Context: an optimization exercise on an open-source flow, tuned for small area, a short achievable clock period and few clock cycles per item. The choices shown serve that exercise and are no tape-out recipe. The RTL was checked by simulation tests, not by an equivalence proof against the original design.

==> flow/design.v <==
package maxnetPkg;
    localparam int laneCount = 4;
    localparam int dataWidth = 32;
    localparam int inhibitShift = 3;
    localparam int maxIterations = 64;
    localparam int sumWidth = dataWidth + $clog2(laneCount);
    localparam int iterWidth = $clog2(maxIterations);
    typedef struct packed {
        logic [dataWidth-1:0] lane3;
        logic [dataWidth-1:0] lane2;
        logic [dataWidth-1:0] lane1;
        logic [dataWidth-1:0] lane0;
    } laneVec;
    typedef logic [$clog2(laneCount)-1:0] laneIndex;
    localparam logic [192-1:0] startTable = 192'h86186186186186186186186186186186181f79d71a641041;
    localparam int certClasses = 3;
    localparam int certTiers   = 4;
    localparam logic [8*3-1:0] certShifts = {8'd16, 8'd8, 8'd0};
    localparam logic [2304-1:0] iterTable = 2304'h8618618618618618618618618618607de75c6da6585c10418618618618618618618618618618618618618607de7410418618618618618618618618618618618618618618617c10418618618618618618618618618618618618618618618410418618618618618618618618607de75c6da6585d65544810418618618618618618618618618618618607de75c69960104186186186186186186186186186186186186181e75c6c104186186186186186186186186186186186186186181f78104186186186186186181f79d71b69961759551349140f34104186186186186186186186186181f79d71b6996175954c10418618618618618618618618618618607de75c6da65858104186186186186186186186186186186186181f79d71a641041;
endpackage
`timescale 1ns/1ps
module prefixAdder #(
    parameter int W = 32
) (
    input  logic [W-1:0] a,
    input  logic [W-1:0] b,
    input  logic         cin,
    output logic [W-1:0] sum,
    output logic         cout
);
    localparam int L = $clog2(W);
    logic [W-1:0]     prop;
    logic [L:0][W-1:0] gen;
    logic [L:0][W-1:0] grp;
    assign prop   = a ^ b;
    assign gen[0] = (a & b) | {{(W-1){1'b0}}, prop[0] & cin};
    assign grp[0] = prop;
    for (genvar l = 0; l < L; l++) begin : gLevel
        for (genvar i = 0; i < W; i++) begin : gBit
            if ((i >> l) & 1) begin : gJoin
                localparam int j = ((i >> l) << l) - 1;
                assign gen[l+1][i] = gen[l][i] | (grp[l][i] & gen[l][j]);
                assign grp[l+1][i] = grp[l][i] & grp[l][j];
            end else begin : gPass
                assign gen[l+1][i] = gen[l][i];
                assign grp[l+1][i] = grp[l][i];
            end
        end
    end
    assign sum  = prop ^ {gen[L][W-2:0], cin};
    assign cout = gen[L][W-1];
endmodule
module inhibitionLayer (
    input  maxnetPkg::laneVec activations,
    output maxnetPkg::laneVec nextActivations,
    output logic [maxnetPkg::laneCount-1:0] alive
);
    localparam int W = maxnetPkg::dataWidth;
    localparam int Y = W + 5;
    logic [maxnetPkg::laneCount-1:0][W-1:0] current;
    logic [maxnetPkg::laneCount-1:0][W-1:0] updated;
    logic [Y-1:0] e0, e1, e2, e3;
    logic [Y-1:0] s1, c1, sumS, sumC;
    assign current = activations;
    assign e0 = Y'(current[0]);
    assign e1 = Y'(current[1]);
    assign e2 = Y'(current[2]);
    assign e3 = Y'(current[3]);
    assign s1   = e0 ^ e1 ^ e2;
    assign c1   = {((e0 & e1) | (e0 & e2) | (e1 & e2)), 1'b0};
    assign sumS = s1 ^ c1 ^ e3;
    assign sumC = {((s1 & c1) | (s1 & e3) | (c1 & e3)), 1'b0};
    for (genvar lane = 0; lane < maxnetPkg::laneCount; lane++) begin : gLane
        logic [Y-1:0] x1, x2, x3, x4;
        logic [Y-1:0] r1s, r1c, r2s, r2c;
        logic [Y-1:0] y;
        logic         unusedCarry;
        assign x1 = {2'b00, current[lane], 3'b111};
        assign x2 = Y'(current[lane]);
        assign x3 = ~sumS;
        assign x4 = ~sumC;
        assign r1s = x1 ^ x2 ^ x3;
        assign r1c = {((x1 & x2) | (x1 & x3) | (x2 & x3)), 1'b1};
        assign r2s = r1s ^ r1c ^ x4;
        assign r2c = {((r1s & r1c) | (r1s & x4) | (r1c & x4)), 1'b0};
        prefixAdder #(.W(Y)) add (
            .a    (r2s),
            .b    (r2c),
            .cin  (1'b1),
            .sum  (y),
            .cout (unusedCarry)
        );
        assign updated[lane] = y[Y-1] ? '0 : y[W+2:3];
        assign alive[lane]   = ~y[Y-1] & |y[W+2:3];
    end
    assign nextActivations = updated;
endmodule
`timescale 1ns/1ps
module winnerSelect (
    input  maxnetPkg::laneVec                  activations,
    output logic                               certOk,
    output maxnetPkg::laneIndex                certLane,
    output logic                               atMostOne,
    output maxnetPkg::laneIndex                lowestLive,
    output logic                               allZero,
    output logic [maxnetPkg::laneCount-1:0]    rankMax,
    output logic [maxnetPkg::laneCount-1:0]    rankSecond,
    output logic [maxnetPkg::laneCount-1:0]    rankMin
);
    localparam int W = maxnetPkg::dataWidth;
    localparam int L = maxnetPkg::laneCount;
    logic [L-1:0][W-1:0] current;
    logic [L-1:0][W:0]   high;      
    logic [L-1:0][W-1:0] mask;      
    logic [L-1:0][L-1:0] beats;     
    logic [L-1:0][L-1:0] aboveOf;    
    logic [L-1:0]        nonZero;
    logic [L-1:0]        wins;
    assign current = activations;
    for (genvar j = 0; j < L; j++) begin : gLane
        assign high[j][W] = 1'b0;
        for (genvar m = W - 1; m >= 0; m--) begin : gHigh
            assign high[j][m] = high[j][m+1] | current[j][m];
        end
        assign nonZero[j] = high[j][0];
        for (genvar n = 0; n < W; n++) begin : gMask
            localparam int code = int'(maxnetPkg::startTable[n*6 +: 6]);
            if (code == 0) begin : gNever
                assign mask[j][n] = 1'b0;
            end else begin : gSome
                assign mask[j][n] = ~high[j][code-1];
            end
        end
    end
    for (genvar i = 0; i < L; i++) begin : gRow
        assign beats[i][i]  = 1'b1;
        assign aboveOf[i][i] = 1'b0;
        for (genvar j = i + 1; j < L; j++) begin : gCol
            logic [W-1:0] diff;
            logic         noBorrow;
            prefixAdder #(.W(W)) sub (
                .a    (current[i]),
                .b    (~current[j]),
                .cin  (1'b1),
                .sum  (diff),
                .cout (noBorrow)
            );
            assign beats[i][j]  =  noBorrow & |(diff & mask[j]);
            assign beats[j][i]  = ~noBorrow & |(~diff & mask[i]);
            assign aboveOf[i][j] =  noBorrow;
            assign aboveOf[j][i] = ~noBorrow;
        end
    end
    for (genvar i = 0; i < L; i++) begin : gWin
        logic [1:0] above;
        assign wins[i] = &beats[i];
        always_comb begin
            above = '0;
            for (int j = 0; j < L; j++) begin
                above = above + 2'(aboveOf[j][i]);
            end
        end
        assign rankMax[i]    = (above == 2'd0);
        assign rankSecond[i] = (above == 2'd1);
        assign rankMin[i]    = (above == 2'd3);
    end
    assign certOk   = |wins;
    assign certLane = {wins[3] | wins[2], wins[3] | wins[1]};
    assign allZero   = ~|nonZero;
    assign atMostOne = ~((nonZero[0] & nonZero[1]) | (nonZero[0] & nonZero[2]) | (nonZero[0] & nonZero[3])
                       | (nonZero[1] & nonZero[2]) | (nonZero[1] & nonZero[3]) | (nonZero[2] & nonZero[3]));
    assign lowestLive = nonZero[0] ? 2'd0 : nonZero[1] ? 2'd1 : nonZero[2] ? 2'd2 : nonZero[3] ? 2'd3 : 2'd0;
endmodule
module iterCert (
    input  maxnetPkg::laneVec                  activations,
    input  logic [maxnetPkg::laneCount-1:0]    rankMax,
    input  logic [maxnetPkg::laneCount-1:0]    rankSecond,
    input  logic [maxnetPkg::laneCount-1:0]    rankMin,
    input  logic [maxnetPkg::certTiers-1:0]    tier,
    output logic                               certOk
);
    localparam int W = maxnetPkg::dataWidth;
    localparam int L = maxnetPkg::laneCount;
    localparam int C = maxnetPkg::certClasses;
    localparam int T = maxnetPkg::certTiers;
    logic [L-1:0][W-1:0] current;
    logic [W-1:0] largest, second, smallest;
    logic [W-1:0] gap, spread;
    logic [W:0]   high;
    logic [C-1:0] passes;
    logic         unusedD, unusedG;
    assign current = activations;
    always_comb begin
        largest  = '0;
        second   = '0;
        smallest = '0;
        for (int i = 0; i < L; i++) begin
            largest  = largest  | (current[i] & {W{rankMax[i]}});
            second   = second   | (current[i] & {W{rankSecond[i]}});
            smallest = smallest | (current[i] & {W{rankMin[i]}});
        end
    end
    prefixAdder #(.W(W)) subD (
        .a (largest), .b (~second), .cin (1'b1), .sum (gap), .cout (unusedD)
    );
    prefixAdder #(.W(W)) subG (
        .a (second), .b (~smallest), .cin (1'b1), .sum (spread), .cout (unusedG)
    );
    assign high[W] = 1'b0;
    for (genvar m = W - 1; m >= 0; m--) begin : gHigh
        assign high[m] = high[m+1] | second[m];
    end
    for (genvar c = 0; c < C; c++) begin : gClass
        logic [W-1:0] mask;
        logic [W-1:0] tooWide;
        logic         spreadOk;
        for (genvar n = 0; n < W; n++) begin : gBit
            logic [T-1:0] perTier;
            for (genvar k = 0; k < T; k++) begin : gTier
                localparam int code = int'(maxnetPkg::iterTable[((c*T+k)*W+n)*6 +: 6]);
                if (code == 0) begin : gNever
                    assign perTier[k] = 1'b0;
                end else begin : gSome
                    assign perTier[k] = tier[k] & ~high[code-1];
                end
            end
            assign mask[n] = |perTier;
            localparam int shift = int'(maxnetPkg::certShifts[c*8 +: 8]);
            if (shift == 0) begin : gFree
                assign tooWide[n] = 1'b0;
            end else if (n + shift + 1 >= W) begin : gTop
                assign tooWide[n] = 1'b1;
            end else begin : gMid
                assign tooWide[n] = ~high[n + shift + 1];
            end
        end
        assign spreadOk  = ~|(spread & tooWide);
        assign passes[c] = spreadOk & |(gap & mask);
    end
    assign certOk = |passes;
endmodule
`timescale 1ns/1ps
module maxnetController (
    input  logic clk,
    input  logic rstN,
    input  logic start,
    input  logic finish,
    output logic [maxnetPkg::iterWidth-1:0] updates,
    output logic lastUpdate,
    output logic [maxnetPkg::certTiers-1:0] tier,
    output logic busy,
    output logic done
);
    assign lastUpdate = (updates == maxnetPkg::iterWidth'(maxnetPkg::maxIterations - 1));
    assign tier[0] = (updates == '0);
    assign tier[1] = (updates != '0) && (updates <= 8);
    assign tier[2] = (updates > 8) && (updates <= 16);
    assign tier[3] = (updates > 16) && (updates <= 32);
    always_ff @(posedge clk or negedge rstN) begin
        if (!rstN) begin
            busy <= 1'b0;
            done <= 1'b0;
        end else if (!busy) begin
            busy <= start;
            done <= start & finish;
        end else begin
            busy <= ~done;
            done <= ~done & finish;
        end
    end
    always_ff @(posedge clk or negedge rstN) begin
        if (!rstN) begin
            updates <= '0;
        end else if (busy & ~done) begin
            updates <= updates + 1'b1;
        end else begin
            updates <= '0;
        end
    end
endmodule
`timescale 1ns/1ps
module maxnetDatapath (
    input  logic                 clk,
    input  logic                 busy,
    input  logic                 done,
    input  logic                 lastUpdate,
    input  logic [maxnetPkg::certTiers-1:0] tier,
    input  maxnetPkg::laneVec    inputs,
    output logic                 finish,
    output maxnetPkg::laneIndex  winner,
    output logic [maxnetPkg::dataWidth-1:0] maxNumber,
    output logic                 noWinner
);
    localparam int L = maxnetPkg::laneCount;
    maxnetPkg::laneVec originals;
    maxnetPkg::laneVec activations;
    maxnetPkg::laneVec nextActivations;
    logic [L-1:0] alive;
    logic                startCert;
    maxnetPkg::laneIndex startLane;
    logic                atMostOne;
    maxnetPkg::laneIndex lowestLive;
    logic                allZero;
    logic [L-1:0]        startMax, startSecond, startMin;
    logic [L-1:0]        rankMax, rankSecond, rankMin;
    maxnetPkg::laneIndex maxLane;
    logic                runCert;
    logic                settledNext;
    maxnetPkg::laneIndex lowestNext;
    logic [L-1:0][maxnetPkg::dataWidth-1:0] held;
    always_ff @(posedge clk) begin
        if (!busy) begin
            originals <= inputs;
            rankMax    <= startMax;
            rankSecond <= startSecond;
            rankMin    <= startMin;
        end
    end
    always_ff @(posedge clk) begin
        if (!busy) begin
            activations <= inputs;
        end else begin
            activations <= nextActivations;
        end
    end
    inhibitionLayer layer (
        .activations     (activations),
        .nextActivations (nextActivations),
        .alive           (alive)
    );
    winnerSelect select (
        .activations (inputs),
        .certOk      (startCert),
        .certLane    (startLane),
        .atMostOne   (atMostOne),
        .lowestLive  (lowestLive),
        .allZero     (allZero),
        .rankMax     (startMax),
        .rankSecond  (startSecond),
        .rankMin     (startMin)
    );
    iterCert cert (
        .activations (activations),
        .rankMax     (rankMax),
        .rankSecond  (rankSecond),
        .rankMin     (rankMin),
        .tier        (tier),
        .certOk      (runCert)
    );
    assign maxLane     = {rankMax[3] | rankMax[2], rankMax[3] | rankMax[1]};
    assign settledNext = ~((alive[0] & alive[1]) | (alive[0] & alive[2]) | (alive[0] & alive[3])
                         | (alive[1] & alive[2]) | (alive[1] & alive[3]) | (alive[2] & alive[3]));
    assign lowestNext  = alive[0] ? 2'd0 : alive[1] ? 2'd1 : alive[2] ? 2'd2 : 2'd3;
    assign finish = busy ? (runCert | settledNext | lastUpdate) : (startCert | atMostOne);
    always_ff @(posedge clk) begin
        if (!done) begin
            if (busy) begin
                winner <= runCert ? maxLane : lowestNext;
            end else begin
                winner   <= startCert ? startLane : lowestLive;
                noWinner <= allZero;
            end
        end
    end
    assign held      = originals;
    assign maxNumber = held[winner];
endmodule
`timescale 1ns/1ps
module maxnetTop (
    input  logic                 clk,
    input  logic                 rstN,
    input  logic                 start,
    input  maxnetPkg::laneVec               inputs,
    output logic                 done,
    output logic                 busy,
    output maxnetPkg::laneIndex             winner,
    output logic [maxnetPkg::dataWidth-1:0] maxNumber,
    output logic                 noWinner
);
    logic finish;
    logic lastUpdate;
    logic [maxnetPkg::iterWidth-1:0] updates;
    logic [maxnetPkg::certTiers-1:0] tier;
    maxnetController controller (
        .clk        (clk),
        .rstN       (rstN),
        .start      (start),
        .finish     (finish),
        .updates    (updates),
        .lastUpdate (lastUpdate),
        .tier       (tier),
        .busy       (busy),
        .done       (done)
    );
    maxnetDatapath datapath (
        .clk        (clk),
        .busy       (busy),
        .done       (done),
        .lastUpdate (lastUpdate),
        .tier       (tier),
        .inputs     (inputs),
        .finish     (finish),
        .winner     (winner),
        .maxNumber  (maxNumber),
        .noWinner   (noWinner)
    );
endmodule
==> flow/run.sh <==
#!/bin/bash
# synth_recipe.tcl (not shown) runs the flow's synth.tcl, then flattens the netlist and writes it again
# the make line also repeats each setting of config.mk as NAME=value (left out here)
make -C /OpenROAD-flow-scripts/flow DESIGN_CONFIG=/design/flow/config.mk WORK_HOME=/design/flow/orfs CLKGATE_MAP_FILE= SYNTH_SCRIPT=/design/flow/synth_recipe.tcl finish
==> flow/config.mk <==
export PLATFORM = sky130hd
export DESIGN_NAME = maxnetTop
export DESIGN_NICKNAME = maxnetTop
export VERILOG_FILES = /design/flow/design.v
export SDC_FILE = /design/flow/constraint.sdc
export NUM_CORES = 4
export LEC_CHECK = 0
export CAP_MARGIN = 20
export CORE_MARGIN = 2
export CORE_UTILIZATION = 40
export SLEW_MARGIN = 20
==> flow/constraint.sdc <==
create_clock -name core_clock -period 8.5 [get_ports {clk}]
set_input_delay 1.7000 -clock core_clock [delete_from_list [all_inputs] [get_ports {clk}]]
set_output_delay 1.7000 -clock core_clock [all_outputs]
set_load 0.01 [all_outputs]
==> results of run 1 <==
==> sequential cells by signal, summed over array words and instances (netlist names) <==
signal / flops
datapath.activations: 128
datapath.originals: 128
controller.updates: 6
datapath.rankMax: 4
datapath.rankMin: 4
datapath.rankSecond: 4
datapath.winner: 2
controller.busy: 1
controller.done: 1
datapath.noWinner: 1
==> synthesized netlist by cell type, drive strengths merged (25+ instances only) <==
cell     instances  area, um2
or3             26        163
fa             343       6870
and2            51        324
a22oi          125        943
inv            366       1370
o21a            56        422
nand2b          39        244
a21oi          211       1080
o2111ai         25        219
o21ai          180        905
a21o           127        955
o22ai           71        444
o2bb2ai         30        263
o21bai          27        203
a211oi          33        258
xnor2          200       1750
nand3           79        395
nand4           66        419
ha             434       5430
clkbuf         112        430
or2             35        219
mux4            32        721
and3            37        233
dfxtp          128       2560
nor2b           28        175
nor3            77        390
o31ai           28        220
nand2          265        995
a221oi          48        420
o211ai          28        225
nor4            60        388
edfxtp         143       4290
nor2           217        815
a22o            56        492
a31oi           38        244
xor2           124       1090
mux2            32        360
==> layer usage <==
| metal | track usage, % | share of wire (%) | vias to the layer above |
|---|---|---|---|
| met3 | 6.37 | 9.2 | 466 |
| met1 | 42.9 | 39 | 18476 |
| met4 | 21.4 | 7.3 | 2 |
| met5 | 0 | 0.0073 | - |
| met2 | 54.2 | 45 | 2018 |
| li1 | - | - | 16535 |
==> stage by stage <==
stage | hold WS (ns) | std cells | utilization, %
2_1_floorplan | 0.494 | 4275 | -
3_3_place_gp | 0.533 | 5840 | 45.1
3_5_place_dp | 0.534 | 5840 | 45.1
4_1_cts | 0.542 | 5903 | 46.4
5_1_grt | 0.585 | 5912 | 46.8
6_report | 0.542 | 5916 | 46.8
==> cells by family after synthesis <==
| logic type | Yosys count | share of synthesized area (%) |
|---|---|---|
| simple gates | 1073 | 13.9 |
| compound gates | 1247 | 22.2 |
| mux | 82 | 3.18 |
| flops | 279 | 17.8 |
| buf+inv | 491 | 4.71 |
| xor+xnor | 324 | 7.15 |
| fa+ha+maj | 779 | 31.0 |
==> layout make-up <==
class | count | share of cell area [%]
antenna | 5 | 0.0272
clock buffer | 38 | 1.98
clock inverter | 25 | 0.852
inverter | 366 | 3.00
multi-input combinational | 3505 | 67.6
sequential | 279 | 15.4
tap | 1287 | 3.50
timing repair buffer | 411 | 7.65
==> repair_timing <==
item,CTS,global route
pin swaps,0,20
gates resized for setup,7,50
endpoints found under the setup margin,3,3
buffers inserted,0,8
==> worst max path at each step <==
| stage | from | to | slack [ns] | cells past startpoint |
|---|---|---|---|---|
| after floorplan | datapath.activations[54] | controller.done | 1.03 | 29 |
| after global placement | datapath.activations[22] | controller.done | -0.12 | 29 |
| after detailed placement | datapath.activations[14] | controller.done | -0.33 | 29 |
| after CTS | datapath.activations[14] | controller.done | 0.04 | 29 |
| after global routing | datapath.activations[81] | controller.done | -0.04 | 30 |
| final | datapath.activations[6] | datapath.winner[0] | 0.27 | 28 |
==> run notes, run 1 <==
- Fill cells: approximately 9,400
- Die height: around 320 um
- Worst-path clk slew: about 0.060 ns
- Core area: about 98,000 um2
- Number of synthesized flops with an enable pin: 143
- Root buffer cell: clkbuf_16
- Largest net degree at the start of global routing: 66
- GP Congestion: about 1.1
- Layout cells sized above 1: between 10% and 20%
- Setup Skew: 0.0304 ns
- CP Class: flip-flop to flip-flop
- Die Wd: roughly 320 um
- DR WL/cell: 29.9 um
- Clock latency on the worst-skew pair: ~0.60 ns
- Synth Net Count: roughly 5,200
- CTS Buffer Depth: 3
- Pre-CTS WS: -0.333 ns
- DRC errors left: 0
- Post-Synthesis Cell Area: just under 40,000 um2
- Top delay family on crit path: adder cells
- Worst EP required: a little under 9 ns
- Finished layout cell area: 46,000 um2
- Total track usage: between 30% and 40%
- Arr. time, crit path: roughly 8.7 ns
- DR pass1 iterations: 6
- Placed Area: roughly 44,000 um2
- Sequential Area: a little over 7000 um2
- Pins Over Slew Limit: 0
- Routed via count: ~37,000
- Critical path peak fanout: 4
- Final setup fails: 0
- Setup slack after layout: about 0.27 ns
- Vias in the first global route: 37,252
- IO Port Bufs: ~170
- R2R Path Start: datapath.activations[6]
- Cells after synthesis: around 4,300
- Hold Fails Final Rpt: 0
- Setup_tns: 0 ns
- R2r endpoint: datapath.winner[0]
- Gr ovfl total: 0
- WP buf/inv: 2
- Leading cell type in the layout, fill and taps excluded: ha_1
- Slew headroom: between 20% and 30%
- Routed WL: roughly 180,000 um
- #FFs+latches synth: about 280
- Drt first-iter violations: around 4,100
- Clock sink total: roughly 280
- ANT nets after route: 0
- Max stage delay cell, worst path: fa_2
- Delay of the slowest critical-path stage: about 0.62 ns
- Tmin final: just over 8 ns
- Asr flop ratio synth: between 2 and 3%
- Maximum clock frequency: around 120 MHz
- Ys flop type: edfxtp_1
- Area grow syn2layout: 15.9%
- Rows: approximately 120
- Initial antenna violation count: 9
- Area of the multi-input gates: between 30,000 and 40,000 um2
- Hold Path Class: flip-flop to flip-flop
- Status: finished clean
- Worst-margin pin slew: around 1.2 ns
- Syn. warnings: 4
- Flop-to-flop setup slack: 0.27 ns
- Hold Crit Endpoint: controller.updates[0]
- DIE AREA: about 100,000 um2
- HP Start: controller.updates[0]
- Fin nets: around 5,500
- Unique masters post-synth: between 100 and 150
- Seq/Total Area, Yosys: 17.8%
- Worst Reg2Reg Path Length in Cells: 28
- Commonest non-fill, non-tap cells in the layout: ha_1, inv_1, fa_1
- Startpoint Class: flip-flop
- Num CTS Buffers: 35
- Fin crit share: slightly below 100%
- Hold path depth: 1
- CP Capture Type: flip-flop
- Top Ports: 168
- Post-DR vias/cell: between 6 and 7
- H-tree depth: 2
- Max-cap violations: 0
- Hold_buf cts: 0
- Initial core utilization: 40.4%
- First-pass GRT wire length: around 250,000 um
- Synthesized area per cell: around 9.3 um2
- CTS tree: done
- Final HPWL DP: approximately 150,000 um
Testbench counts, summed over its fixed seeds: cycles 7,486, items 3,200.
==> inputs of run 2 (changes only) <==
--- a/flow/design.v
+++ b/flow/design.v
@@ -4,7 +4,7 @@
     localparam int inhibitShift = 3;
     localparam int maxIterations = 64;
     localparam int sumWidth = dataWidth + $clog2(laneCount);
-    localparam int iterWidth = $clog2(maxIterations);
+    localparam int iterWidth = $clog2(maxIterations + 1);
     typedef struct packed {
         logic [dataWidth-1:0] lane3;
         logic [dataWidth-1:0] lane2;
@@ -52,46 +52,40 @@
 endmodule
 module inhibitionLayer (
     input  maxnetPkg::laneVec activations,
-    output maxnetPkg::laneVec nextActivations,
-    output logic [maxnetPkg::laneCount-1:0] alive
+    output maxnetPkg::laneVec nextActivations
 );
     localparam int W = maxnetPkg::dataWidth;
-    localparam int Y = W + 5;
+    localparam int Y = W + 2;
     logic [maxnetPkg::laneCount-1:0][W-1:0] current;
     logic [maxnetPkg::laneCount-1:0][W-1:0] updated;
-    logic [Y-1:0] e0, e1, e2, e3;
-    logic [Y-1:0] s1, c1, sumS, sumC;
     assign current = activations;
-    assign e0 = Y'(current[0]);
-    assign e1 = Y'(current[1]);
-    assign e2 = Y'(current[2]);
-    assign e3 = Y'(current[3]);
-    assign s1   = e0 ^ e1 ^ e2;
-    assign c1   = {((e0 & e1) | (e0 & e2) | (e1 & e2)), 1'b0};
-    assign sumS = s1 ^ c1 ^ e3;
-    assign sumC = {((s1 & c1) | (s1 & e3) | (c1 & e3)), 1'b0};
     for (genvar lane = 0; lane < maxnetPkg::laneCount; lane++) begin : gLane
-        logic [Y-1:0] x1, x2, x3, x4;
-        logic [Y-1:0] r1s, r1c, r2s, r2c;
+        localparam int o1 = (lane + 1) % 4;
+        localparam int o2 = (lane + 2) % 4;
+        localparam int o3 = (lane + 3) % 4;
+        logic [W-1:0] ts;
+        logic [W:0]   tc;
+        logic         lo;
+        logic [Y-1:0] x1, x2, x3;
+        logic [Y-1:0] rs, rc;
         logic [Y-1:0] y;
         logic         unusedCarry;
-        assign x1 = {2'b00, current[lane], 3'b111};
-        assign x2 = Y'(current[lane]);
-        assign x3 = ~sumS;
-        assign x4 = ~sumC;
-        assign r1s = x1 ^ x2 ^ x3;
-        assign r1c = {((x1 & x2) | (x1 & x3) | (x2 & x3)), 1'b1};
-        assign r2s = r1s ^ r1c ^ x4;
-        assign r2c = {((r1s & r1c) | (r1s & x4) | (r1c & x4)), 1'b0};
+        assign ts = current[o1] ^ current[o2] ^ current[o3];
+        assign tc = {(current[o1] & current[o2]) | (current[o1] & current[o3]) | (current[o2] & current[o3]), 1'b0};
+        assign lo = (ts[2] & tc[2]) | ((ts[2] | tc[2]) & ts[1] & tc[1]);
+        assign x1 = {2'b00, current[lane]};
+        assign x2 = ~{5'b00000, ts[W-1:3]};
+        assign x3 = ~{4'b0000, tc[W:3]};
+        assign rs = x1 ^ x2 ^ x3;
+        assign rc = {((x1 & x2) | (x1 & x3) | (x2 & x3)), ~lo};
         prefixAdder #(.W(Y)) add (
-            .a    (r2s),
-            .b    (r2c),
+            .a    (rs),
+            .b    (rc),
             .cin  (1'b1),
             .sum  (y),
             .cout (unusedCarry)
         );
-        assign updated[lane] = y[Y-1] ? '0 : y[W+2:3];
-        assign alive[lane]   = ~y[Y-1] & |y[W+2:3];
+        assign updated[lane] = y[Y-1] ? '0 : y[W-1:0];
     end
     assign nextActivations = updated;
 endmodule
@@ -251,7 +245,7 @@
     output logic busy,
     output logic done
 );
-    assign lastUpdate = (updates == maxnetPkg::iterWidth'(maxnetPkg::maxIterations - 1));
+    assign lastUpdate = (updates == maxnetPkg::iterWidth'(maxnetPkg::maxIterations));
     assign tier[0] = (updates == '0);
     assign tier[1] = (updates != '0) && (updates <= 8);
     assign tier[2] = (updates > 8) && (updates <= 16);
@@ -295,7 +289,7 @@
     maxnetPkg::laneVec originals;
     maxnetPkg::laneVec activations;
     maxnetPkg::laneVec nextActivations;
-    logic [L-1:0] alive;
+    logic [L-1:0] liveNow;
     logic                startCert;
     maxnetPkg::laneIndex startLane;
     logic                atMostOne;
@@ -305,8 +299,7 @@
     logic [L-1:0]        rankMax, rankSecond, rankMin;
     maxnetPkg::laneIndex maxLane;
     logic                runCert;
-    logic                settledNext;
-    maxnetPkg::laneIndex lowestNext;
+    maxnetPkg::laneIndex lowestNow;
     logic [L-1:0][maxnetPkg::dataWidth-1:0] held;
     always_ff @(posedge clk) begin
         if (!busy) begin
@@ -325,8 +318,7 @@
     end
     inhibitionLayer layer (
         .activations     (activations),
-        .nextActivations (nextActivations),
-        .alive           (alive)
+        .nextActivations (nextActivations)
     );
     winnerSelect select (
         .activations (inputs),
@@ -348,14 +340,15 @@
         .certOk      (runCert)
     );
     assign maxLane     = {rankMax[3] | rankMax[2], rankMax[3] | rankMax[1]};
-    assign settledNext = ~((alive[0] & alive[1]) | (alive[0] & alive[2]) | (alive[0] & alive[3])
-                         | (alive[1] & alive[2]) | (alive[1] & alive[3]) | (alive[2] & alive[3]));
-    assign lowestNext  = alive[0] ? 2'd0 : alive[1] ? 2'd1 : alive[2] ? 2'd2 : 2'd3;
-    assign finish = busy ? (runCert | settledNext | lastUpdate) : (startCert | atMostOne);
+    for (genvar i = 0; i < L; i++) begin : gLive
+        assign liveNow[i] = |activations[maxnetPkg::dataWidth*i +: maxnetPkg::dataWidth];
+    end
+    assign lowestNow = liveNow[0] ? 2'd0 : liveNow[1] ? 2'd1 : liveNow[2] ? 2'd2 : 2'd3;
+    assign finish = busy ? (runCert | lastUpdate) : (startCert | atMostOne);
     always_ff @(posedge clk) begin
         if (!done) begin
             if (busy) begin
-                winner <= runCert ? maxLane : lowestNext;
+                winner <= runCert ? maxLane : lowestNow;
             end else begin
                 winner   <= startCert ? startLane : lowestLive;
                 noWinner <= allZero;
--- a/flow/config.mk
+++ b/flow/config.mk
@@ -8,4 +8,5 @@
 export CAP_MARGIN = 20
 export CORE_MARGIN = 2
 export CORE_UTILIZATION = 40
+export SETUP_SLACK_MARGIN = 3
 export SLEW_MARGIN = 20
==> run notes, run 2 <==
- Status: finished clean (unchanged)
- CP Class: flip-flop to flip-flop (unchanged)
- Flop-to-flop setup slack: 2.21 ns (was 0.27 ns)
- HP Start: controller.updates[0] (unchanged)
- CP Capture Type: flip-flop (unchanged)
- Synth area leader: fa_1 (unchanged)
- Die height: 309 um (was 319 um)
- GRT Max-Usage Layer: met2 (unchanged)
- Worst-path clk slew: 0.07 ns (was 0.06 ns)
- Rows: 111 (was 115)
- Biggest regs: datapath.activations x128, datapath.originals x128, controller.updates x7 (was datapath.activations x128, datapath.originals x128, controller.updates x6)
- H-tree depth: 2 (unchanged)
- Hold WS: 0.501 ns (was 0.542 ns)
- #FFs+latches synth: 280 (was 279)
- Final setup fails: 0 (unchanged)
- CTS Buffer Depth: 3 (unchanged)
- DRC errors left: 0 (unchanged)
- Hold Path Class: flip-flop to flip-flop (unchanged)
- Largest net degree at the start of global routing: 74 (was 66)
- Routed via count: 35,303 (was 37,497)
- Slew headroom: 19.4% (was 22.4%)
- Hold Fails Final Rpt: 0 (unchanged)
- Layout cells sized above 1: 14.0% (was 10.6%)
- Commonest non-fill, non-tap cells in the layout: inv_1, ha_1, fa_1 (was ha_1, inv_1, fa_1)
- Worst EP required: 9.03 ns (was 8.92 ns)
- Leading cell type in the layout, fill and taps excluded: inv_1 (was ha_1)
- DIE AREA: 95,200 um2 (was 102,000 um2)
- Hold_buf cts: 0 (unchanged)
- Fin nets: 5,362 (was 5,506)
- CP startpoint: datapath.rankMax[0] (was datapath.activations[6])
- Crit path capture: controller.done (was datapath.winner[0])
- Startpoint Class: flip-flop (unchanged)
- Post-DR vias/cell: 6.06 (was 6.34)
- DR pass1 iterations: 8 (was 6)
- Root buffer cell: clkbuf_16 (unchanged)
- Die Wd: 309 um (was 319 um)
- Max-cap violations: 0 (unchanged)
- Maximum clock frequency: 159 MHz (was 121 MHz)
- IO Port Bufs: 167 (unchanged)
- R2R Path Start: datapath.rankMax[0] (was datapath.activations[6])
- M1 GR Usage: 40.4% (was 42.9%)
- Ys flop type: edfxtp_1 (unchanged)
- Cells after synthesis: 4,209 (was 4,275)
- Total track usage: 33.1% (was 34.1%)
- Critical path peak fanout: 30 (was 4)
- Synth Net Count: 5,016 (was 5,183)
- Final HPWL DP: 125,000 um (was 147,000 um)
- Worst-margin pin slew: 1.20 ns (was 1.16 ns)
- RSZ-0062 raised after global routing: yes
- Met2 usage: 53.8% (was 54.2%)
- R2r endpoint: controller.done (was datapath.winner[0])
- ANT nets after route: 0 (unchanged)
- Synthesized area per cell: 8.82 um2 (was 9.28 um2)
- Routed WL: 161,000 um (was 177,000 um)
- Clock sink total: 280 (was 279)
- CTS tree: done (unchanged)
- Initial antenna violation count: 6 (was 9)
- Setup_tns: 0 ns (unchanged)
- Initial core utilization: 40.4% (about the same)
- Syn. warnings: 4 (unchanged)
- Post-synth top cells: inv_1, ha_1, fa_1 (was ha_1, inv_1, fa_1)
- DR WL/cell: 27.6 um (was 29.9 um)
- Worst Reg2Reg Path Length in Cells: 22 (was 28)
- Tmin final: 6.29 ns (was 8.23 ns)
- Arr. time, crit path: 6.81 ns (was 8.65 ns)
- Setup Skew: 0.0451 ns (was 0.0304 ns)
- Unique masters post-synth: 94 (was 117)
- Num CTS Buffers: 37 (was 35)
- GP Congestion: 0.987 (was 1.05)
- Post-Synthesis Cell Area: 37,100 um2 (was 39,700 um2)
- Drt first-iter violations: 3,035 (was 4,139)
- Clock latency on the worst-skew pair: 0.63 ns (was 0.60 ns)
- Fin crit share: 73.9% (was 96.8%)
- Pins Over Slew Limit: 0 (unchanged)
- Seq/Total Area, Yosys: 19.1% (was 17.8%)
- Vias in the first global route: 34,930 (was 37,252)
- Share of the synthesized area in the top cell type: 16.4% (was 17.3%)
- Number of synthesized flops with an enable pin: 143 (unchanged)
- First-pass GRT wire length: 229,000 um (was 254,000 um)
- Asr flop ratio synth: 3.21% (was 2.87%)
- Gr ovfl total: 0 (unchanged)
- Top Ports: 168 (unchanged)
- Top-count cell post-synth: inv_1 (was ha_1)
- Core area: 91,800 um2 (was 98,300 um2)
- Area grow syn2layout: 21.5% (was 15.9%)
- Met3 Usage GRT: 6.35% (was 6.37%)
- Largest cells by area after synthesis: fa_1, ha_1, edfxtp_1 (unchanged)
==> run 2: cell count changes in the layout (fill, tap and decap cells not counted), sizes merged, moves of 34 or more <==
cell	before	now
a21oi	211	168
clkdlybuf4s50	167	100
fa	343	304
ha	434	372
inv	367	732
nand2	265	231
xnor2	200	140
==> run 2: timing repair <==
item	CTS	global route
setup endpoints to repair	143	128
cloned	7	3
buffers inserted	90	70
resized for setup	262	219
pin swaps	70	139
==> run 2: area by class of cell <==
cell class / count / area (um2)
timing repair buffer: 402 / 3890
fill: 8766 / 46700
clock inverter: 20 / 282
multi-input combinational: 3101 / 28400
inverter: 733 / 2800
clock buffer: 48 / 1010
antenna: 1 / 2.50
tap: 1243 / 1560
sequential: 280 / 7120
==> run 2: cells by family after synthesis <==
family                   after synthesis  share of synthesized area (%)
AO/OA/AOI/OAI                       1110                           21.1
XOR/XNOR                             251                           5.92
adder cells (fa/ha/maj)              678                           29.0
buffers and inverters                830                           8.49
flip-flops                           280                           19.1
multiplexers                          62                           2.77
AND/OR/NAND/NOR                      998                           13.6
==> run 2: worst min-delay path by stage <==
stage | to | slack (ns) | cells after the start
2_1_floorplan | controller.updates[0] | 0.47 | 1
3_3_place_gp | controller.updates[0] | 0.50 | 1
3_5_place_dp | controller.updates[0] | 0.50 | 1
4_1_cts | controller.updates[0] | 0.50 | 1
5_1_grt | controller.updates[0] | 0.55 | 1
6_report | controller.updates[0] | 0.50 | 1
==> run 2: through the flow <==
stage / cell area, um2 / std cells / worst slack (ns) / util [%]
global route: 45100 / 5827 / 2.05 / 49.1
CTS: 43700 / 5754 / 2.10 / 47.6
global placement: 40600 / 5589 / 0.725 / 44.3
finish: 45100 / 5828 / 2.21 / 49.1
detailed placement: 40600 / 5589 / 0.612 / 44.3
floorplan: 37200 / 4209 / 2.22 / -
==> run 2: critical path: stages, from the launching register on <==
cell and delay, ns:
edfxtp_1 0.50, buf_4 0.31, a22oi_1 0.22, nand2_1 0.11
ha_1 0.29, nor2b_2 0.16, o31a_1 0.32, o21ai_2 0.20
a211o_1 0.25, nand2_1 0.10, fa_1 0.44, xor2_1 0.20
nand2b_1 0.17, a32o_1 0.22, or4_1 0.52, or4_1 0.51
nor3_2 0.29, o221ai_2 0.16, a211oi_2 0.29, o311a_4 0.29
buf_4 0.13, o311ai_2 0.25, o211a_1 0.25
==> run 2: routing by layer <==
layer | wire, um | share of wire [%] | up-vias
li1 | - | - | 15768
met3 | 13600 | 8.4 | 477
met2 | 73300 | 46 | 1788
met1 | 61700 | 38 | 17268
met4 | 12100 | 7.5 | 2
met5 | 14 | 0.0087 | -
Testbench counts of run 2, summed over its fixed seeds: cycles 7,493, items 3,200.

afterwards: timing with drivers on the ports:
How much do the figures lean on ideal ports? The routed layouts below were timed once more, with nothing changed but the port constraints. Step 1, drivers: a clkbuf_16 drives clk and a buf_2 each remaining input, both assumed. Step 2, shift: input delay + t, output delay - t, t = (earliest + latest rising clock arrival at the registers) / 2. This alone moves slack from input paths to output paths. Three values: no drivers, after step 1, after step 2; two values: the first two.
run	t (ns)	setup WS [ns]	hold WS [ns]	worst setup path after step 2
run 1	0.657	0.269 / 0.269 / 0.195	0.542 / 0.542 / 0.542	input to register
run 2	0.683	2.215 / 2.215 / 1.574	0.501 / 0.501 / 0.501	input to register
After both steps every run listed still meets setup and hold. For run 2, which loses most, drivers alone change the setup slack by 0.000 ns; drivers and shift together by -0.641 ns.
